Context: an optimization exercise on an open-source flow, tuned for small area. The choices shown serve that exercise and are no tape-out recipe.
In this exercise RTL edits were held to simulation tests only and were not proved equivalent to the original.
No activity file was given, so power comes from the tool's default toggle rates.

<file path="design/flow/design.v">
package alu_pkg;
  localparam int unsigned DATA_W    = 256;
  localparam int unsigned SCALAR_W  = 32;
  localparam int unsigned LANE_W    = 16;
  localparam int unsigned NUM_LANES = DATA_W / LANE_W;
  localparam int unsigned OP_W      = 3;
  typedef enum logic [OP_W-1:0] {
    OP_ADD = 3'b000,
    OP_SUB = 3'b001,
    OP_AND = 3'b010,
    OP_OR  = 3'b011,
    OP_XOR = 3'b100,
    OP_SHL = 3'b101,
    OP_SHR = 3'b110,
    OP_SLT = 3'b111
  } scalar_op_e;
  typedef enum logic [OP_W-1:0] {
    OP_VADD   = 3'b000,
    OP_VSUB   = 3'b001,
    OP_VAND   = 3'b010,
    OP_VMUL   = 3'b011,
    OP_VXOR   = 3'b100,
    OP_VROT   = 3'b101,
    OP_VSHR   = 3'b110,
    OP_VPASSB = 3'b111
  } vector_op_e;
endpackage
module simd_alu_lane
(
  input  logic [15:0] a,
  input  logic [15:0] b,
  input  logic        mul,     
  input  logic        sub,
  input  logic        r0,      
  input  logic        cin,
  input  logic [15:0] ra,      
  input  logic [3:0]  rk,      
  output logic [14:0] wrap_own,  
  input  logic [14:0] wrap_in,   
  output logic [15:0] t,       
  output logic [15:0] s1,      
  output logic [15:0] c1,      
  output logic [15:0] r        
);
  logic [15:0] bx, bm;
  assign bx = b ^ {16{sub}};
  assign bm = b & {16{mul}};
  logic pu, pv;
  assign pu = mul ? a[0] : ~sub;
  assign pv = ~mul & sub;
  logic pp_0_0, pp_0_1, pp_1_0, pp_0_2, pp_1_1, pp_2_0, pp_0_3, pp_1_2, pp_2_1, pp_3_0, pp_0_4, pp_1_3, pp_2_2, pp_3_1, pp_4_0, pp_0_5, pp_1_4, pp_2_3, pp_3_2, pp_4_1, pp_5_0, pp_0_6, pp_1_5, pp_2_4, pp_3_3, pp_4_2, pp_5_1, pp_6_0, pp_0_7, pp_1_6, pp_2_5, pp_3_4, pp_4_3, pp_5_2, pp_6_1, pp_7_0, pp_0_8, pp_1_7, pp_2_6, pp_3_5, pp_4_4, pp_5_3, pp_6_2, pp_7_1, pp_8_0, pp_0_9, pp_1_8, pp_2_7, pp_3_6, pp_4_5, pp_5_4, pp_6_3, pp_7_2, pp_8_1, pp_9_0, pp_0_10, pp_1_9, pp_2_8, pp_3_7, pp_4_6, pp_5_5, pp_6_4, pp_7_3, pp_8_2, pp_9_1, pp_10_0, pp_0_11, pp_1_10, pp_2_9, pp_3_8, pp_4_7, pp_5_6, pp_6_5, pp_7_4, pp_8_3, pp_9_2, pp_10_1, pp_11_0, pp_0_12, pp_1_11, pp_2_10, pp_3_9, pp_4_8, pp_5_7, pp_6_6, pp_7_5, pp_8_4, pp_9_3, pp_10_2, pp_11_1, pp_12_0, pp_0_13, pp_1_12, pp_2_11, pp_3_10, pp_4_9, pp_5_8, pp_6_7, pp_7_6, pp_8_5, pp_9_4, pp_10_3, pp_11_2, pp_12_1, pp_13_0, pp_0_14, pp_1_13, pp_2_12, pp_3_11, pp_4_10, pp_5_9, pp_6_8, pp_7_7, pp_8_6, pp_9_5, pp_10_4, pp_11_3, pp_12_2, pp_13_1, pp_14_0, pp_0_15, pp_1_14, pp_2_13, pp_3_12, pp_4_11, pp_5_10, pp_6_9, pp_7_8, pp_8_7, pp_9_6, pp_10_5, pp_11_4, pp_12_3, pp_13_2, pp_14_1, pp_15_0, y0, ci, fs0, fc0, hs0, hc0, fs1, fc1, fs2, fc2, fs3, fc3, fs4, fc4, fs5, fc5, fs6, fc6, fs7, fc7, fs8, fc8, fs9, fc9, fs10, fc10, fs11, fc11, fs12, fc12, fs13, fc13, fs14, fc14, hs1, hc1, fs15, fc15, fs16, fc16, hs2, hc2, fs17, fc17, fs18, fc18, hs3, hc3, fs19, fc19, fs20, fc20, fs21, fc21, hs4, hc4, fs22, fc22, fs23, fc23, fs24, fc24, fs25, fc25, hs5, hc5, fs26, fc26, fs27, fc27, fs28, fc28, fs29, fc29, fs30, fc30, hs6, hc6, fs31, fc31, fs32, fc32, fs33, fc33, fs34, fc34, fs35, fc35, fs36, fc36, hs7, hc7, fs37, fc37, fs38, fc38, fs39, fc39, fs40, fc40, fs41, fc41, fs42, fc42, fs43, fc43, hs8, hc8, fs44, fc44, fs45, fc45, fs46, fc46, fs47, fc47, fs48, fc48, fs49, fc49, fs50, fc50, fs51, fc51, hs9, hc9, fs52, fc52, fs53, fc53, fs54, fc54, fs55, fc55, fs56, fc56, fs57, fc57, fs58, fc58, fs59, fc59, fs60, fc60, hs10, hc10, fs61, fc61, fs62, fc62, fs63, fc63, fs64, fc64, fs65, fc65, fs66, fc66, fs67, fc67, fs68, fc68, fs69, fc69, fs70, fc70, hs11, hc11, fs71, fc71, fs72, fc72, fs73, fc73, fs74, fc74, fs75, fc75, fs76, fc76, fs77, fc77, fs78, fc78, fs79, fc79, fs80, fc80, fs81, fc81, hs12, hc12, fs82, fc82, fs83, fc83, fs84, fc84, fs85, fc85, fs86, fc86, fs87, fc87, fs88, fc88, fs89, fc89, fs90, fc90, fs91, fc91, fs92, fc92, fs93, fc93, hs13, hc13, xp0, xp1, xp2, xp3, xp4, xp5, xp6, xp7, xp8, xp9, xp10, xp11, xp12, xp13, xp14, xp15, xp16, xp17, xp18, xp19, xp20, xp21, xp22, xp23, xp24, xp25, xp26;
  assign pp_0_0 = a[0] & r0;
  assign pp_0_1 = a[1] & r0;
  assign pp_1_0 = b[1] ? pu : pv;
  assign pp_0_2 = a[2] & r0;
  assign pp_1_1 = a[1] & bm[1];
  assign pp_2_0 = b[2] ? pu : pv;
  assign pp_0_3 = a[3] & r0;
  assign pp_1_2 = a[2] & bm[1];
  assign pp_2_1 = a[1] & bm[2];
  assign pp_3_0 = b[3] ? pu : pv;
  assign pp_0_4 = a[4] & r0;
  assign pp_1_3 = a[3] & bm[1];
  assign pp_2_2 = a[2] & bm[2];
  assign pp_3_1 = a[1] & bm[3];
  assign pp_4_0 = b[4] ? pu : pv;
  assign pp_0_5 = a[5] & r0;
  assign pp_1_4 = a[4] & bm[1];
  assign pp_2_3 = a[3] & bm[2];
  assign pp_3_2 = a[2] & bm[3];
  assign pp_4_1 = a[1] & bm[4];
  assign pp_5_0 = b[5] ? pu : pv;
  assign pp_0_6 = a[6] & r0;
  assign pp_1_5 = a[5] & bm[1];
  assign pp_2_4 = a[4] & bm[2];
  assign pp_3_3 = a[3] & bm[3];
  assign pp_4_2 = a[2] & bm[4];
  assign pp_5_1 = a[1] & bm[5];
  assign pp_6_0 = b[6] ? pu : pv;
  assign pp_0_7 = a[7] & r0;
  assign pp_1_6 = a[6] & bm[1];
  assign pp_2_5 = a[5] & bm[2];
  assign pp_3_4 = a[4] & bm[3];
  assign pp_4_3 = a[3] & bm[4];
  assign pp_5_2 = a[2] & bm[5];
  assign pp_6_1 = a[1] & bm[6];
  assign pp_7_0 = b[7] ? pu : pv;
  assign pp_0_8 = a[8] & r0;
  assign pp_1_7 = a[7] & bm[1];
  assign pp_2_6 = a[6] & bm[2];
  assign pp_3_5 = a[5] & bm[3];
  assign pp_4_4 = a[4] & bm[4];
  assign pp_5_3 = a[3] & bm[5];
  assign pp_6_2 = a[2] & bm[6];
  assign pp_7_1 = a[1] & bm[7];
  assign pp_8_0 = b[8] ? pu : pv;
  assign pp_0_9 = a[9] & r0;
  assign pp_1_8 = a[8] & bm[1];
  assign pp_2_7 = a[7] & bm[2];
  assign pp_3_6 = a[6] & bm[3];
  assign pp_4_5 = a[5] & bm[4];
  assign pp_5_4 = a[4] & bm[5];
  assign pp_6_3 = a[3] & bm[6];
  assign pp_7_2 = a[2] & bm[7];
  assign pp_8_1 = a[1] & bm[8];
  assign pp_9_0 = b[9] ? pu : pv;
  assign pp_0_10 = a[10] & r0;
  assign pp_1_9 = a[9] & bm[1];
  assign pp_2_8 = a[8] & bm[2];
  assign pp_3_7 = a[7] & bm[3];
  assign pp_4_6 = a[6] & bm[4];
  assign pp_5_5 = a[5] & bm[5];
  assign pp_6_4 = a[4] & bm[6];
  assign pp_7_3 = a[3] & bm[7];
  assign pp_8_2 = a[2] & bm[8];
  assign pp_9_1 = a[1] & bm[9];
  assign pp_10_0 = b[10] ? pu : pv;
  assign pp_0_11 = a[11] & r0;
  assign pp_1_10 = a[10] & bm[1];
  assign pp_2_9 = a[9] & bm[2];
  assign pp_3_8 = a[8] & bm[3];
  assign pp_4_7 = a[7] & bm[4];
  assign pp_5_6 = a[6] & bm[5];
  assign pp_6_5 = a[5] & bm[6];
  assign pp_7_4 = a[4] & bm[7];
  assign pp_8_3 = a[3] & bm[8];
  assign pp_9_2 = a[2] & bm[9];
  assign pp_10_1 = a[1] & bm[10];
  assign pp_11_0 = b[11] ? pu : pv;
  assign pp_0_12 = a[12] & r0;
  assign pp_1_11 = a[11] & bm[1];
  assign pp_2_10 = a[10] & bm[2];
  assign pp_3_9 = a[9] & bm[3];
  assign pp_4_8 = a[8] & bm[4];
  assign pp_5_7 = a[7] & bm[5];
  assign pp_6_6 = a[6] & bm[6];
  assign pp_7_5 = a[5] & bm[7];
  assign pp_8_4 = a[4] & bm[8];
  assign pp_9_3 = a[3] & bm[9];
  assign pp_10_2 = a[2] & bm[10];
  assign pp_11_1 = a[1] & bm[11];
  assign pp_12_0 = b[12] ? pu : pv;
  assign pp_0_13 = a[13] & r0;
  assign pp_1_12 = a[12] & bm[1];
  assign pp_2_11 = a[11] & bm[2];
  assign pp_3_10 = a[10] & bm[3];
  assign pp_4_9 = a[9] & bm[4];
  assign pp_5_8 = a[8] & bm[5];
  assign pp_6_7 = a[7] & bm[6];
  assign pp_7_6 = a[6] & bm[7];
  assign pp_8_5 = a[5] & bm[8];
  assign pp_9_4 = a[4] & bm[9];
  assign pp_10_3 = a[3] & bm[10];
  assign pp_11_2 = a[2] & bm[11];
  assign pp_12_1 = a[1] & bm[12];
  assign pp_13_0 = b[13] ? pu : pv;
  assign pp_0_14 = a[14] & r0;
  assign pp_1_13 = a[13] & bm[1];
  assign pp_2_12 = a[12] & bm[2];
  assign pp_3_11 = a[11] & bm[3];
  assign pp_4_10 = a[10] & bm[4];
  assign pp_5_9 = a[9] & bm[5];
  assign pp_6_8 = a[8] & bm[6];
  assign pp_7_7 = a[7] & bm[7];
  assign pp_8_6 = a[6] & bm[8];
  assign pp_9_5 = a[5] & bm[9];
  assign pp_10_4 = a[4] & bm[10];
  assign pp_11_3 = a[3] & bm[11];
  assign pp_12_2 = a[2] & bm[12];
  assign pp_13_1 = a[1] & bm[13];
  assign pp_14_0 = b[14] ? pu : pv;
  assign pp_0_15 = a[15] & r0;
  assign pp_1_14 = a[14] & bm[1];
  assign pp_2_13 = a[13] & bm[2];
  assign pp_3_12 = a[12] & bm[3];
  assign pp_4_11 = a[11] & bm[4];
  assign pp_5_10 = a[10] & bm[5];
  assign pp_6_9 = a[9] & bm[6];
  assign pp_7_8 = a[8] & bm[7];
  assign pp_8_7 = a[7] & bm[8];
  assign pp_9_6 = a[6] & bm[9];
  assign pp_10_5 = a[5] & bm[10];
  assign pp_11_4 = a[4] & bm[11];
  assign pp_12_3 = a[3] & bm[12];
  assign pp_13_2 = a[2] & bm[13];
  assign pp_14_1 = a[1] & bm[14];
  assign pp_15_0 = b[15] ? pu : pv;
  assign y0 = ~mul & bx[0];
  assign ci = cin;
  assign fs0 = pp_0_0 ^ y0 ^ ci;
  assign fc0 = (pp_0_0 & y0) | (ci & (pp_0_0 ^ y0));
  assign hs0 = pp_0_1 ^ pp_1_0;
  assign hc0 = pp_0_1 & pp_1_0;
  assign fs1 = pp_0_2 ^ pp_2_0 ^ pp_1_1;
  assign fc1 = (pp_0_2 & pp_2_0) | (pp_1_1 & (pp_0_2 ^ pp_2_0));
  assign fs2 = pp_0_3 ^ pp_3_0 ^ pp_1_2;
  assign fc2 = (pp_0_3 & pp_3_0) | (pp_1_2 & (pp_0_3 ^ pp_3_0));
  assign fs3 = pp_0_4 ^ pp_4_0 ^ pp_1_3;
  assign fc3 = (pp_0_4 & pp_4_0) | (pp_1_3 & (pp_0_4 ^ pp_4_0));
  assign fs4 = pp_0_5 ^ pp_5_0 ^ pp_1_4;
  assign fc4 = (pp_0_5 & pp_5_0) | (pp_1_4 & (pp_0_5 ^ pp_5_0));
  assign fs5 = pp_0_6 ^ pp_6_0 ^ pp_1_5;
  assign fc5 = (pp_0_6 & pp_6_0) | (pp_1_5 & (pp_0_6 ^ pp_6_0));
  assign fs6 = pp_0_7 ^ pp_7_0 ^ pp_1_6;
  assign fc6 = (pp_0_7 & pp_7_0) | (pp_1_6 & (pp_0_7 ^ pp_7_0));
  assign fs7 = pp_0_8 ^ pp_8_0 ^ pp_1_7;
  assign fc7 = (pp_0_8 & pp_8_0) | (pp_1_7 & (pp_0_8 ^ pp_8_0));
  assign fs8 = pp_0_9 ^ pp_9_0 ^ pp_1_8;
  assign fc8 = (pp_0_9 & pp_9_0) | (pp_1_8 & (pp_0_9 ^ pp_9_0));
  assign fs9 = pp_0_10 ^ pp_10_0 ^ pp_1_9;
  assign fc9 = (pp_0_10 & pp_10_0) | (pp_1_9 & (pp_0_10 ^ pp_10_0));
  assign fs10 = pp_0_11 ^ pp_11_0 ^ pp_1_10;
  assign fc10 = (pp_0_11 & pp_11_0) | (pp_1_10 & (pp_0_11 ^ pp_11_0));
  assign fs11 = pp_0_12 ^ pp_12_0 ^ pp_1_11;
  assign fc11 = (pp_0_12 & pp_12_0) | (pp_1_11 & (pp_0_12 ^ pp_12_0));
  assign fs12 = pp_0_13 ^ pp_13_0 ^ pp_1_12;
  assign fc12 = (pp_0_13 & pp_13_0) | (pp_1_12 & (pp_0_13 ^ pp_13_0));
  assign fs13 = pp_0_14 ^ pp_14_0 ^ pp_1_13;
  assign fc13 = (pp_0_14 & pp_14_0) | (pp_1_13 & (pp_0_14 ^ pp_14_0));
  assign fs14 = pp_0_15 ^ pp_15_0 ^ pp_1_14;
  assign fc14 = (pp_0_15 & pp_15_0) | (pp_1_14 & (pp_0_15 ^ pp_15_0));
  assign hs1 = hs0 ^ fc0;
  assign hc1 = hs0 & fc0;
  assign fs15 = hc0 ^ fs1 ^ hc1;
  assign fc15 = (hc0 & fs1) | (hc1 & (hc0 ^ fs1));
  assign fs16 = pp_2_1 ^ fc1 ^ fs2;
  assign fc16 = (pp_2_1 & fc1) | (fs2 & (pp_2_1 ^ fc1));
  assign hs2 = fs16 ^ fc15;
  assign hc2 = fs16 & fc15;
  assign fs17 = pp_2_2 ^ pp_3_1 ^ fc2;
  assign fc17 = (pp_2_2 & pp_3_1) | (fc2 & (pp_2_2 ^ pp_3_1));
  assign fs18 = fs3 ^ fc16 ^ fs17;
  assign fc18 = (fs3 & fc16) | (fs17 & (fs3 ^ fc16));
  assign hs3 = hc2 ^ fs18;
  assign hc3 = hc2 & fs18;
  assign fs19 = pp_2_3 ^ pp_3_2 ^ pp_4_1;
  assign fc19 = (pp_2_3 & pp_3_2) | (pp_4_1 & (pp_2_3 ^ pp_3_2));
  assign fs20 = fc3 ^ fs4 ^ fs19;
  assign fc20 = (fc3 & fs4) | (fs19 & (fc3 ^ fs4));
  assign fs21 = fc17 ^ fs20 ^ fc18;
  assign fc21 = (fc17 & fs20) | (fc18 & (fc17 ^ fs20));
  assign hs4 = hc3 ^ fs21;
  assign hc4 = hc3 & fs21;
  assign fs22 = pp_2_4 ^ pp_3_3 ^ pp_4_2;
  assign fc22 = (pp_2_4 & pp_3_3) | (pp_4_2 & (pp_2_4 ^ pp_3_3));
  assign fs23 = pp_5_1 ^ fc4 ^ fc19;
  assign fc23 = (pp_5_1 & fc4) | (fc19 & (pp_5_1 ^ fc4));
  assign fs24 = fs5 ^ fs22 ^ fc20;
  assign fc24 = (fs5 & fs22) | (fc20 & (fs5 ^ fs22));
  assign fs25 = fs23 ^ fs24 ^ fc21;
  assign fc25 = (fs23 & fs24) | (fc21 & (fs23 ^ fs24));
  assign hs5 = hc4 ^ fs25;
  assign hc5 = hc4 & fs25;
  assign fs26 = pp_2_5 ^ pp_3_4 ^ pp_4_3;
  assign fc26 = (pp_2_5 & pp_3_4) | (pp_4_3 & (pp_2_5 ^ pp_3_4));
  assign fs27 = pp_5_2 ^ pp_6_1 ^ fc5;
  assign fc27 = (pp_5_2 & pp_6_1) | (fc5 & (pp_5_2 ^ pp_6_1));
  assign fs28 = fc22 ^ fs6 ^ fs26;
  assign fc28 = (fc22 & fs6) | (fs26 & (fc22 ^ fs6));
  assign fs29 = fc23 ^ fs27 ^ fs28;
  assign fc29 = (fc23 & fs27) | (fs28 & (fc23 ^ fs27));
  assign fs30 = fc24 ^ fs29 ^ fc25;
  assign fc30 = (fc24 & fs29) | (fc25 & (fc24 ^ fs29));
  assign hs6 = hc5 ^ fs30;
  assign hc6 = hc5 & fs30;
  assign fs31 = pp_2_6 ^ pp_3_5 ^ pp_4_4;
  assign fc31 = (pp_2_6 & pp_3_5) | (pp_4_4 & (pp_2_6 ^ pp_3_5));
  assign fs32 = pp_5_3 ^ pp_6_2 ^ pp_7_1;
  assign fc32 = (pp_5_3 & pp_6_2) | (pp_7_1 & (pp_5_3 ^ pp_6_2));
  assign fs33 = fc6 ^ fc26 ^ fs7;
  assign fc33 = (fc6 & fc26) | (fs7 & (fc6 ^ fc26));
  assign fs34 = fs31 ^ fs32 ^ fc27;
  assign fc34 = (fs31 & fs32) | (fc27 & (fs31 ^ fs32));
  assign fs35 = fc28 ^ fs33 ^ fs34;
  assign fc35 = (fc28 & fs33) | (fs34 & (fc28 ^ fs33));
  assign fs36 = fc29 ^ fs35 ^ fc30;
  assign fc36 = (fc29 & fs35) | (fc30 & (fc29 ^ fs35));
  assign hs7 = hc6 ^ fs36;
  assign hc7 = hc6 & fs36;
  assign fs37 = pp_2_7 ^ pp_3_6 ^ pp_4_5;
  assign fc37 = (pp_2_7 & pp_3_6) | (pp_4_5 & (pp_2_7 ^ pp_3_6));
  assign fs38 = pp_5_4 ^ pp_6_3 ^ pp_7_2;
  assign fc38 = (pp_5_4 & pp_6_3) | (pp_7_2 & (pp_5_4 ^ pp_6_3));
  assign fs39 = pp_8_1 ^ fc7 ^ fc31;
  assign fc39 = (pp_8_1 & fc7) | (fc31 & (pp_8_1 ^ fc7));
  assign fs40 = fc32 ^ fs8 ^ fs37;
  assign fc40 = (fc32 & fs8) | (fs37 & (fc32 ^ fs8));
  assign fs41 = fs38 ^ fc33 ^ fs39;
  assign fc41 = (fs38 & fc33) | (fs39 & (fs38 ^ fc33));
  assign fs42 = fs40 ^ fc34 ^ fs41;
  assign fc42 = (fs40 & fc34) | (fs41 & (fs40 ^ fc34));
  assign fs43 = fc35 ^ fs42 ^ fc36;
  assign fc43 = (fc35 & fs42) | (fc36 & (fc35 ^ fs42));
  assign hs8 = hc7 ^ fs43;
  assign hc8 = hc7 & fs43;
  assign fs44 = pp_2_8 ^ pp_3_7 ^ pp_4_6;
  assign fc44 = (pp_2_8 & pp_3_7) | (pp_4_6 & (pp_2_8 ^ pp_3_7));
  assign fs45 = pp_5_5 ^ pp_6_4 ^ pp_7_3;
  assign fc45 = (pp_5_5 & pp_6_4) | (pp_7_3 & (pp_5_5 ^ pp_6_4));
  assign fs46 = pp_8_2 ^ pp_9_1 ^ fc8;
  assign fc46 = (pp_8_2 & pp_9_1) | (fc8 & (pp_8_2 ^ pp_9_1));
  assign fs47 = fc37 ^ fc38 ^ fs9;
  assign fc47 = (fc37 & fc38) | (fs9 & (fc37 ^ fc38));
  assign fs48 = fs44 ^ fs45 ^ fc39;
  assign fc48 = (fs44 & fs45) | (fc39 & (fs44 ^ fs45));
  assign fs49 = fc40 ^ fs46 ^ fs47;
  assign fc49 = (fc40 & fs46) | (fs47 & (fc40 ^ fs46));
  assign fs50 = fc41 ^ fs48 ^ fs49;
  assign fc50 = (fc41 & fs48) | (fs49 & (fc41 ^ fs48));
  assign fs51 = fc42 ^ fs50 ^ fc43;
  assign fc51 = (fc42 & fs50) | (fc43 & (fc42 ^ fs50));
  assign hs9 = hc8 ^ fs51;
  assign hc9 = hc8 & fs51;
  assign fs52 = pp_2_9 ^ pp_3_8 ^ pp_4_7;
  assign fc52 = (pp_2_9 & pp_3_8) | (pp_4_7 & (pp_2_9 ^ pp_3_8));
  assign fs53 = pp_5_6 ^ pp_6_5 ^ pp_7_4;
  assign fc53 = (pp_5_6 & pp_6_5) | (pp_7_4 & (pp_5_6 ^ pp_6_5));
  assign fs54 = pp_8_3 ^ pp_9_2 ^ pp_10_1;
  assign fc54 = (pp_8_3 & pp_9_2) | (pp_10_1 & (pp_8_3 ^ pp_9_2));
  assign fs55 = fc9 ^ fc44 ^ fc45;
  assign fc55 = (fc9 & fc44) | (fc45 & (fc9 ^ fc44));
  assign fs56 = fs10 ^ fs52 ^ fs53;
  assign fc56 = (fs10 & fs52) | (fs53 & (fs10 ^ fs52));
  assign fs57 = fs54 ^ fc46 ^ fc47;
  assign fc57 = (fs54 & fc46) | (fc47 & (fs54 ^ fc46));
  assign fs58 = fs55 ^ fs56 ^ fc48;
  assign fc58 = (fs55 & fs56) | (fc48 & (fs55 ^ fs56));
  assign fs59 = fs57 ^ fc49 ^ fs58;
  assign fc59 = (fs57 & fc49) | (fs58 & (fs57 ^ fc49));
  assign fs60 = fc50 ^ fs59 ^ fc51;
  assign fc60 = (fc50 & fs59) | (fc51 & (fc50 ^ fs59));
  assign hs10 = hc9 ^ fs60;
  assign hc10 = hc9 & fs60;
  assign fs61 = pp_2_10 ^ pp_3_9 ^ pp_4_8;
  assign fc61 = (pp_2_10 & pp_3_9) | (pp_4_8 & (pp_2_10 ^ pp_3_9));
  assign fs62 = pp_5_7 ^ pp_6_6 ^ pp_7_5;
  assign fc62 = (pp_5_7 & pp_6_6) | (pp_7_5 & (pp_5_7 ^ pp_6_6));
  assign fs63 = pp_8_4 ^ pp_9_3 ^ pp_10_2;
  assign fc63 = (pp_8_4 & pp_9_3) | (pp_10_2 & (pp_8_4 ^ pp_9_3));
  assign fs64 = pp_11_1 ^ fc10 ^ fc52;
  assign fc64 = (pp_11_1 & fc10) | (fc52 & (pp_11_1 ^ fc10));
  assign fs65 = fc53 ^ fc54 ^ fs11;
  assign fc65 = (fc53 & fc54) | (fs11 & (fc53 ^ fc54));
  assign fs66 = fs61 ^ fs62 ^ fs63;
  assign fc66 = (fs61 & fs62) | (fs63 & (fs61 ^ fs62));
  assign fs67 = fc55 ^ fc56 ^ fs64;
  assign fc67 = (fc55 & fc56) | (fs64 & (fc55 ^ fc56));
  assign fs68 = fs65 ^ fs66 ^ fc57;
  assign fc68 = (fs65 & fs66) | (fc57 & (fs65 ^ fs66));
  assign fs69 = fs67 ^ fc58 ^ fs68;
  assign fc69 = (fs67 & fc58) | (fs68 & (fs67 ^ fc58));
  assign fs70 = fc59 ^ fs69 ^ fc60;
  assign fc70 = (fc59 & fs69) | (fc60 & (fc59 ^ fs69));
  assign hs11 = hc10 ^ fs70;
  assign hc11 = hc10 & fs70;
  assign fs71 = pp_2_11 ^ pp_3_10 ^ pp_4_9;
  assign fc71 = (pp_2_11 & pp_3_10) | (pp_4_9 & (pp_2_11 ^ pp_3_10));
  assign fs72 = pp_5_8 ^ pp_6_7 ^ pp_7_6;
  assign fc72 = (pp_5_8 & pp_6_7) | (pp_7_6 & (pp_5_8 ^ pp_6_7));
  assign fs73 = pp_8_5 ^ pp_9_4 ^ pp_10_3;
  assign fc73 = (pp_8_5 & pp_9_4) | (pp_10_3 & (pp_8_5 ^ pp_9_4));
  assign fs74 = pp_11_2 ^ pp_12_1 ^ fc11;
  assign fc74 = (pp_11_2 & pp_12_1) | (fc11 & (pp_11_2 ^ pp_12_1));
  assign fs75 = fc61 ^ fc62 ^ fc63;
  assign fc75 = (fc61 & fc62) | (fc63 & (fc61 ^ fc62));
  assign fs76 = fs12 ^ fs71 ^ fs72;
  assign fc76 = (fs12 & fs71) | (fs72 & (fs12 ^ fs71));
  assign fs77 = fs73 ^ fc64 ^ fc65;
  assign fc77 = (fs73 & fc64) | (fc65 & (fs73 ^ fc64));
  assign fs78 = fc66 ^ fs74 ^ fs75;
  assign fc78 = (fc66 & fs74) | (fs75 & (fc66 ^ fs74));
  assign fs79 = fs76 ^ fc67 ^ fs77;
  assign fc79 = (fs76 & fc67) | (fs77 & (fs76 ^ fc67));
  assign fs80 = fs78 ^ fc68 ^ fs79;
  assign fc80 = (fs78 & fc68) | (fs79 & (fs78 ^ fc68));
  assign fs81 = fc69 ^ fs80 ^ fc70;
  assign fc81 = (fc69 & fs80) | (fc70 & (fc69 ^ fs80));
  assign hs12 = hc11 ^ fs81;
  assign hc12 = hc11 & fs81;
  assign fs82 = pp_2_12 ^ pp_3_11 ^ pp_4_10;
  assign fc82 = (pp_2_12 & pp_3_11) | (pp_4_10 & (pp_2_12 ^ pp_3_11));
  assign fs83 = pp_5_9 ^ pp_6_8 ^ pp_7_7;
  assign fc83 = (pp_5_9 & pp_6_8) | (pp_7_7 & (pp_5_9 ^ pp_6_8));
  assign fs84 = pp_8_6 ^ pp_9_5 ^ pp_10_4;
  assign fc84 = (pp_8_6 & pp_9_5) | (pp_10_4 & (pp_8_6 ^ pp_9_5));
  assign fs85 = pp_11_3 ^ pp_12_2 ^ pp_13_1;
  assign fc85 = (pp_11_3 & pp_12_2) | (pp_13_1 & (pp_11_3 ^ pp_12_2));
  assign fs86 = fc12 ^ fc71 ^ fc72;
  assign fc86 = (fc12 & fc71) | (fc72 & (fc12 ^ fc71));
  assign fs87 = fc73 ^ fs13 ^ fs82;
  assign fc87 = (fc73 & fs13) | (fs82 & (fc73 ^ fs13));
  assign fs88 = fs83 ^ fs84 ^ fs85;
  assign fc88 = (fs83 & fs84) | (fs85 & (fs83 ^ fs84));
  assign fs89 = fc74 ^ fc75 ^ fc76;
  assign fc89 = (fc74 & fc75) | (fc76 & (fc74 ^ fc75));
  assign fs90 = fs86 ^ fs87 ^ fs88;
  assign fc90 = (fs86 & fs87) | (fs88 & (fs86 ^ fs87));
  assign fs91 = fc77 ^ fc78 ^ fs89;
  assign fc91 = (fc77 & fc78) | (fs89 & (fc77 ^ fc78));
  assign fs92 = fs90 ^ fc79 ^ fs91;
  assign fc92 = (fs90 & fc79) | (fs91 & (fs90 ^ fc79));
  assign fs93 = fc80 ^ fs92 ^ fc81;
  assign fc93 = (fc80 & fs92) | (fc81 & (fc80 ^ fs92));
  assign hs13 = hc12 ^ fs93;
  assign hc13 = hc12 & fs93;
  assign xp0 = pp_2_13 ^ pp_3_12;
  assign xp1 = pp_4_11 ^ pp_5_10;
  assign xp2 = pp_6_9 ^ pp_7_8;
  assign xp3 = pp_8_7 ^ pp_9_6;
  assign xp4 = pp_10_5 ^ pp_11_4;
  assign xp5 = pp_12_3 ^ pp_13_2;
  assign xp6 = pp_14_1 ^ xp0;
  assign xp7 = xp1 ^ xp2;
  assign xp8 = xp3 ^ xp4;
  assign xp9 = xp5 ^ fc13;
  assign xp10 = fc82 ^ fc83;
  assign xp11 = fc84 ^ fc85;
  assign xp12 = fs14 ^ xp6;
  assign xp13 = xp7 ^ xp8;
  assign xp14 = xp9 ^ xp10;
  assign xp15 = xp11 ^ xp12;
  assign xp16 = xp13 ^ fc86;
  assign xp17 = fc87 ^ fc88;
  assign xp18 = xp14 ^ xp15;
  assign xp19 = xp16 ^ xp17;
  assign xp20 = fc89 ^ xp18;
  assign xp21 = fc90 ^ xp19;
  assign xp22 = xp20 ^ xp21;
  assign xp23 = fc91 ^ xp22;
  assign xp24 = xp23 ^ fc92;
  assign xp25 = xp24 ^ fc93;
  assign xp26 = hc13 ^ xp25;
  assign t = {xp26, hs13, hs12, hs11, hs10, hs9, hs8, hs7, hs6, hs5, hs4, hs3, hs2, fs15, hs1, fs0};
  assign s1 = {fs14, fs13, fs12, fs11, fs10, fs9, fs8, fs7, fs6, fs5, fs4, fs3, fs2, fs1, hs0, fs0};
  assign c1 = {fc14, fc13, fc12, fc11, fc10, fc9, fc8, fc7, fc6, fc5, fc4, fc3, fc2, fc1, hc0, fc0};
  logic [15:0] x0, x1, x2, x3;
  assign x0 = ra;
  assign wrap_own[0]     = x0[0];
  assign wrap_own[2:1]   = x1[1:0];
  assign wrap_own[6:3]   = x2[3:0];
  assign wrap_own[14:7]  = x3[7:0];
  assign x1 = rk[0] ? {wrap_in[0],     x0[15:1]} : x0;
  assign x2 = rk[1] ? {wrap_in[2:1],   x1[15:2]} : x1;
  assign x3 = rk[2] ? {wrap_in[6:3],   x2[15:4]} : x2;
  assign r  = rk[3] ? {wrap_in[14:7],  x3[15:8]} : x3;
endmodule
module simd_alu
(
  input  logic              clk,
  input  logic              rst_n,
  input  logic [alu_pkg::DATA_W-1:0] A,
  input  logic [alu_pkg::DATA_W-1:0] B,
  output logic [alu_pkg::DATA_W-1:0] Result,
  input  logic [alu_pkg::OP_W-1:0]   ALUControl,
  input  logic              RegFileSelect
);
  localparam int NL = alu_pkg::NUM_LANES;
  localparam int LW = alu_pkg::LANE_W;
  function automatic logic [15:0] rev16(input logic [15:0] v);
    for (int k = 0; k < 16; k++) rev16[k] = v[15-k];
  endfunction
  logic vec, sc;
  logic op_add, op_sub, op_and, op_3, op_xor, op_5, op_shr, op_7;
  assign vec = RegFileSelect;
  assign sc  = ~RegFileSelect;
  assign op_add = (ALUControl == 3'd0);
  assign op_sub = (ALUControl == 3'd1);
  assign op_and = (ALUControl == 3'd2);
  assign op_3   = (ALUControl == 3'd3);
  assign op_xor = (ALUControl == 3'd4);
  assign op_5   = (ALUControl == 3'd5);
  assign op_shr = (ALUControl == 3'd6);
  assign op_7   = (ALUControl == 3'd7);
  logic mul, sub, passb, vrot;
  assign mul   = vec & op_3;
  assign sub   = op_sub | (sc & op_7);
  assign passb = vec & op_7;
  assign vrot  = vec & op_5;
  logic v_t, v_x, v_a, v_r;
  assign v_t = vec & (op_add | op_sub | op_3 | op_7);
  assign v_x = vec & op_xor;
  assign v_a = vec & op_and;
  assign v_r = vec & (op_5 | op_shr);
  logic [15:0] t    [NL];
  logic [15:0] s1   [NL];
  logic [15:0] c1   [NL];
  logic [15:0] r    [NL];
  logic [15:0] ra   [NL];
  logic [3:0]  rk   [NL];
  logic [14:0] wown [NL];
  logic [14:0] win  [NL];
  logic        cin  [NL];
  logic [15:0] y    [NL];
  logic shl_s, shr_s, h;
  assign shl_s = sc & op_5;
  assign shr_s = sc & op_shr;
  assign h     = B[4];
  for (genvar i = 0; i < NL; i++) begin : g_lane
    logic [15:0] la, lb;
    logic [3:0]  s;
    assign la = A[i*LW +: LW];
    assign lb = B[i*LW +: LW];
    assign s  = lb[3:0];
    if (i == 0) begin : g_l0
      assign ra[i]  = shl_s ? rev16(A[31:16]) : la;
      assign rk[i]  = sc ? B[3:0] : (op_5 ? 4'(-s) : s);
      assign win[i] = sc ? wown[1] : (wown[i] & {15{op_5}});
      assign cin[i] = sub;
    end else if (i == 1) begin : g_l1
      assign ra[i]  = shl_s ? rev16(A[15:0]) : la;
      assign rk[i]  = sc ? B[3:0] : (op_5 ? 4'(-s) : s);
      assign win[i] = wown[i] & {15{vrot}};
      assign cin[i] = vec & sub;
    end else begin : g_ln
      assign ra[i]  = la;
      assign rk[i]  = op_5 ? 4'(-s) : s;
      assign win[i] = wown[i] & {15{op_5}};
      assign cin[i] = sub;
    end
    simd_alu_lane u_lane (
      .a        (la),
      .b        (lb),
      .mul      (mul),
      .sub      (sub),
      .r0       (mul ? lb[0] : ~passb),
      .cin      (cin[i]),
      .ra       (ra[i]),
      .rk       (rk[i]),
      .wrap_own (wown[i]),
      .wrap_in  (win[i]),
      .t        (t[i]),
      .s1       (s1[i]),
      .c1       (c1[i]),
      .r        (r[i])
    );
    if (i >= 2) begin : g_yn
      assign y[i] = (t[i] & {16{v_t}}) | (s1[i] & {16{v_x}}) | (c1[i] & {16{v_a}})
                  | (r[i] & {16{v_r}});
    end
  end
  logic s_t, s_x, s_a;
  assign s_t = sc & (op_add | op_sub);
  assign s_x = sc & (op_xor | op_3);
  assign s_a = sc & (op_and | op_3);
  logic [15:0] gl [2][5];
  logic [15:0] pl [2][5];
  logic        cout0, cout32;
  always_comb begin
    for (int h = 0; h < 2; h++) begin
      gl[h][0] = c1[h];
      pl[h][0] = {s1[h][15:1], (h == 1) ? s1[h][0] : 1'b0};
      for (int d = 0; d < 4; d++) begin
        gl[h][d+1] = '0;
        pl[h][d+1] = '0;
        for (int k = 0; k < (16 >> (d + 1)); k++) begin
          gl[h][d+1][k] = gl[h][d][2*k+1] | (pl[h][d][2*k+1] & gl[h][d][2*k]);
          pl[h][d+1][k] = pl[h][d][2*k+1] & pl[h][d][2*k];
        end
      end
    end
  end
  assign cout0  = gl[0][4][0];
  assign cout32 = gl[1][4][0] | (pl[1][4][0] & cout0);
  logic [15:0] all1, t1inc, r0rev, r1rev;
  always_comb begin
    all1[0] = 1'b1;
    for (int k = 1; k < 16; k++) all1[k] = all1[k-1] & t[1][k-1];
  end
  assign t1inc  = t[1] ^ ({16{cout0}} & all1);
  assign r0rev  = rev16(r[0]);
  assign r1rev  = rev16(r[1]);
  assign y[0] = (t[0] & {16{v_t | s_t}}) | (s1[0] & {16{v_x | s_x}}) | (c1[0] & {16{v_a | s_a}})
              | (r[0] & {16{v_r | (shr_s & ~h)}}) | (r[1] & {16{shr_s & h}})
              | (r1rev & {16{shl_s & ~h}})
              | {15'd0, sc & op_7 & ~cout32};
  assign y[1] = (t[1] & {16{v_t}}) | (t1inc & {16{s_t}}) | (s1[1] & {16{v_x | s_x}})
              | (c1[1] & {16{v_a | s_a}})
              | (r[1] & {16{v_r | (shr_s & ~h)}})
              | (r1rev & {16{shl_s & h}}) | (r0rev & {16{shl_s & ~h}});
  logic [alu_pkg::DATA_W-1:0] result_d;
  logic [alu_pkg::DATA_W-1:0] result_q;
  for (genvar i = 0; i < NL; i++) begin : g_res
    assign result_d[i*LW +: LW] = y[i];
  end
  always_ff @(posedge clk or negedge rst_n) begin
    if (!rst_n) begin
      result_q <= '0;
    end else begin
      result_q <= result_d;
    end
  end
  assign Result = result_q;
endmodule
</file>
<file path="design/flow/flow/run.sh">
#!/bin/bash
# The standard layout (standard.sh) with its standard synthesis unchanged, and two
# changes to the layout:
#  - the port buffers are the smallest buffer, buf_1 (the resizer still upsizes
#    them where timing or slew needs it);
#  - the floorplan step removes the buffers ABC put in (REMOVE_ABC_BUFFERS=1) instead
#    of running its pre-placement repair_timing, which sizes gates up against
#    wire-load estimates of still unbuffered high-fanout nets; the placement, CTS and
#    routing steps repair timing on real estimates anyway.
# Each ORFS step writes its own log under orfs/logs/; make's output is in make.log.
set -euo pipefail
bash standard.sh BUFFER_PORTS_ARGS="-buffer_cell sky130_fd_sc_hd__buf_1" REMOVE_ABC_BUFFERS=1 \
  finish > make.log 2>&1
</file>
<file path="design/flow/standard.sh">
#!/bin/bash
# synth_recipe.tcl (not shown) runs the flow's synth.tcl, then flattens the netlist and writes it again
# the make line also repeats each setting of config.mk as NAME=value (left out here)
make -C /OpenROAD-flow-scripts/flow DESIGN_CONFIG=/design/flow/config.mk WORK_HOME=/design/flow/orfs CLKGATE_MAP_FILE= SYNTH_SCRIPT=/design/flow/synth_recipe.tcl "${@:-finish}"
</file>
<file path="design/flow/config.mk">
export PLATFORM = sky130hd
export DESIGN_NAME = simd_alu
export DESIGN_NICKNAME = simd_alu
export VERILOG_FILES = /design/flow/design.v
export SDC_FILE = /design/flow/constraint.sdc
export NUM_CORES = 4
export LEC_CHECK = 0
export CAP_MARGIN = 20
export CORE_MARGIN = 2
export CORE_UTILIZATION = 45
export CTS_BUF_LIST = sky130_fd_sc_hd__clkbuf_4 sky130_fd_sc_hd__clkbuf_8
export SLEW_MARGIN = 20
</file>
<file path="design/flow/constraint.sdc">
create_clock -name core_clock -period 10.0 [get_ports {clk}]
set_input_delay 2.0000 -clock core_clock [delete_from_list [all_inputs] [get_ports {clk}]]
set_output_delay 2.0000 -clock core_clock [all_outputs]
set_load 0.01 [all_outputs]
</file>
==> notes.md <==
Mapped Area 81,000 µm²; Top reg by flops result_q; critical path launch point type input port; Power Density 97.0 nW/µm²; Syn Area/Cell 9.14 µm²; die width 428 µm; final clock period utilization by the worst path 98.4%; CTS Buffer Depth 3; nets@finish 12.0k; initial antenna violation count 79; data arrival time of the critical path 10.58 ns; max incr delay on CP 0.54 ns; dominant cell type by area after synthesis fa_1; WL/cell 28.1 µm; Core Util, Final 51.6%; Post-synth EDFFs 0; port bufs 773; router iterations before antenna repair 9; DIE AREA 183,000 µm²; Max Slew Vio Count 0; GRT Overall Usage 36.8%; Fill cells 16.9k; status finished clean; flip-flop and latch area 6410 µm²; Multi-input gate area 68,400 µm²; total wire length 342,000 µm; slowest CP cell fa_1; H-Tree Depth 2; GPL Wtd Cong 1.00; ys async rst share 100%; CTS tree done; Top cell by count, worst path fa_2; vias in the first global route 77.5k; Placeable Area 179,000 µm²; Synth area leaders fa_1 37%, mux2i_1 8.7%, and3_1 8.0%; critical path type in -> reg; Syn Inst Count 8,859; clock root buffer clkbuf_8; largest net degree at the start of global routing 134; placed cell areas 89,500 µm²; WP buf/inv 6; max_cap viols 0; maximum vdd ir drop 0.111 mV; Finished Cell Area 92,100 µm²; standby leakage power 40.9 nW; FF+latch count, synth 256; Worst setup EP type register; WP data required 10.74 ns; # IOs 774; headroom to the max-slew limit 26.5%; sequential fraction of the synthesis area 7.91%; CTS Buf Count 58; Inst Count DP 12.0k; row count 155; Routed Antenna Nets 0; detailed placer's ending HPWL 265,000 µm; CP max FO 5; fmax 102 MHz; DRC 0; die height 428 µm; max FFs per register 256; crit-path leading delay family adder cells; Main synth FF type dfrtp_1; fin cells 12.2k; Cell variety after synth 89; grt ovf 0; Critical Path Stages 31; top flop regs result_q: 256 flops; Sink Count 256; final setup fails 0; fin crit period 9.84 ns; measured slew at the worst slew-check pin 1.10 ns; DR vias/cell 6.13; Initial Util 45.3%; area delta synth->final 13.8%; RSZ-0062 raised after global routing true; share of layout cells above drive strength 1 12.3%; Clock Pin Slew Worst Setup and Hold Paths 0.06 ns; 1st-iter DRT viols 7,282; worst hold-check path type in -> async; Vias 74.6k; final-report hold violation count 0; Synth top area share 37.2%; first-pass GRT wire length 508,000 µm; Ys Warns 20
[layout by cell type (no fill, tap or decap), types with 26 or more instances in the layout]
cell and n:
fa_1 1363, inv_1 1062, and3_1 1037, nand2_1 904, buf_1 767, mux2i_1 696
buf_4 679, xnor2_1 368, nor2_1 342, o22ai_1 334, a21oi_1 271, dfrtp_1 256
ha_1 243, a221o_1 191, fa_2 143, nand3_1 129, o21ai_0 91, xor2_1 90
clkbuf_8 72, diode_2 71, a22oi_1 56, mux2_2 52, and2_1 50, mux4_2 41
o221ai_1 27, buf_12 26
[timing repair]
| item | in CTS | in global routing |
|---|---|---|
| pin swaps | 11 | 36 |
| cloned | 4 | 1 |
| gates resized for setup | 114 | 128 |
| endpoints found under the hold margin | 0 | 0 |
| endpoints found under the setup margin | 17 | 17 |
| setup buffers | 13 | 9 |
| hold buffers | 0 | 0 |
[cells by family (layout without fill, tap and decap cells)]
logic type,count (synthesis),in the layout,share of synthesized area [%]
fa+ha+maj,1749,1749,41.0
mux,806,806,10.8
compound gates,1186,1186,10.1
flops,256,256,7.91
simple gates,2587,2587,15.9
other cells,0,71,0
buf+inv,1785,2674,8.59
xor+xnor,490,490,5.60
[synthesized netlist by cell type, drive strengths merged (20+ instances only)]
master,n
a211oi,23
a21oi,290
a221o,191
a221oi,20
a222oi,21
a22oi,56
and2,52
and3,1037
buf,116
clkbuf,600
dfrtp,256
fa,1506
ha,243
inv,1066
mux2,53
mux2i,712
mux4,41
nand2,908
nand3,130
nor2,372
nor2b,24
o211ai,23
o21ai,101
o221ai,27
o22ai,334
xnor2,393
xor2,93
[worst max path at each step]
stage | slack (ns) | start | to
after floorplan | -26.32 | ALUControl[2] | result_q[15]
after global placement | -1.22 | ALUControl[2] | result_q[95]
after detailed placement | -1.35 | ALUControl[2] | result_q[95]
after CTS | -0.003 | ALUControl[2] | result_q[175]
after global routing | -0.06 | ALUControl[2] | result_q[31]
final | 0.16 | ALUControl[2] | result_q[79]
[report_power, final]
part           switching [mW]  internal (mW)  total [mW]
Clock                   0.722          0.778        1.50
Sequential              0.137           1.26        1.39
Combinational            3.59           2.45        6.05
Total                    4.45           4.49        8.94
[cell type report]
cell class / count / share of cell area (%)
multi-input cells: 6818 / 74.2
repair buffers: 1498 / 9.67
flip-flops and latches: 256 / 6.95
inverters: 1069 / 4.36
well taps: 2355 / 3.20
clock buffers: 76 / 1.11
clock inverters: 31 / 0.330
diodes: 71 / 0.193
[layer usage]
layer	vias up	track usage, %	wire length, µm
met5	-	0	99
met4	16	25.2	27300
met3	1049	6.73	29300
met2	4080	57.0	155000
met1	38000	47.0	130000
li1	31400	-	-
[stage by stage]
step / hold WS, ns / power [mW] / setup slack [ns] / setup TNS, ns
after CTS: 1.23 / 8.86 / -0.00289 / -0.00504
after global placement: 2.18 / 7.19 / -1.22 / -27.24
after detailed placement: 2.19 / 7.25 / -1.35 / -30.82
final: 1.26 / 8.94 / 0.164 / 0
after floorplan: 1.70 / 5.00 / -26.32 / -5222.93
after global routing: 1.28 / 9.60 / -0.0607 / -0.140

==> what the ideal ports hide <==
Ports are ideal in the flow. The routed layout listed here was re-timed in OpenROAD.
Step 1 assumes that a clkbuf_16 drives the clock port and a buf_2 every other input.
Step 2 also shifts input and output timing later by t, the mid clock arrival at the registers, as if the neighbouring blocks saw the same clock.
Three values: ideal ports, drivers, drivers and shift; two values: the first two.
t, ns: 0.962
slack for setup (ns): 0.164 / 0.011 / -0.951
worst hold slack (ns): 1.261 / 1.207 / 2.169
worst data-port slew with drivers (ns): 0.24
pins driven straight from the clock port: 1
With both steps, setup timing fails in this run, where it was met with ideal ports. The setup slack of this run moves by -0.153 ns with the drivers and by -1.115 ns with both steps.
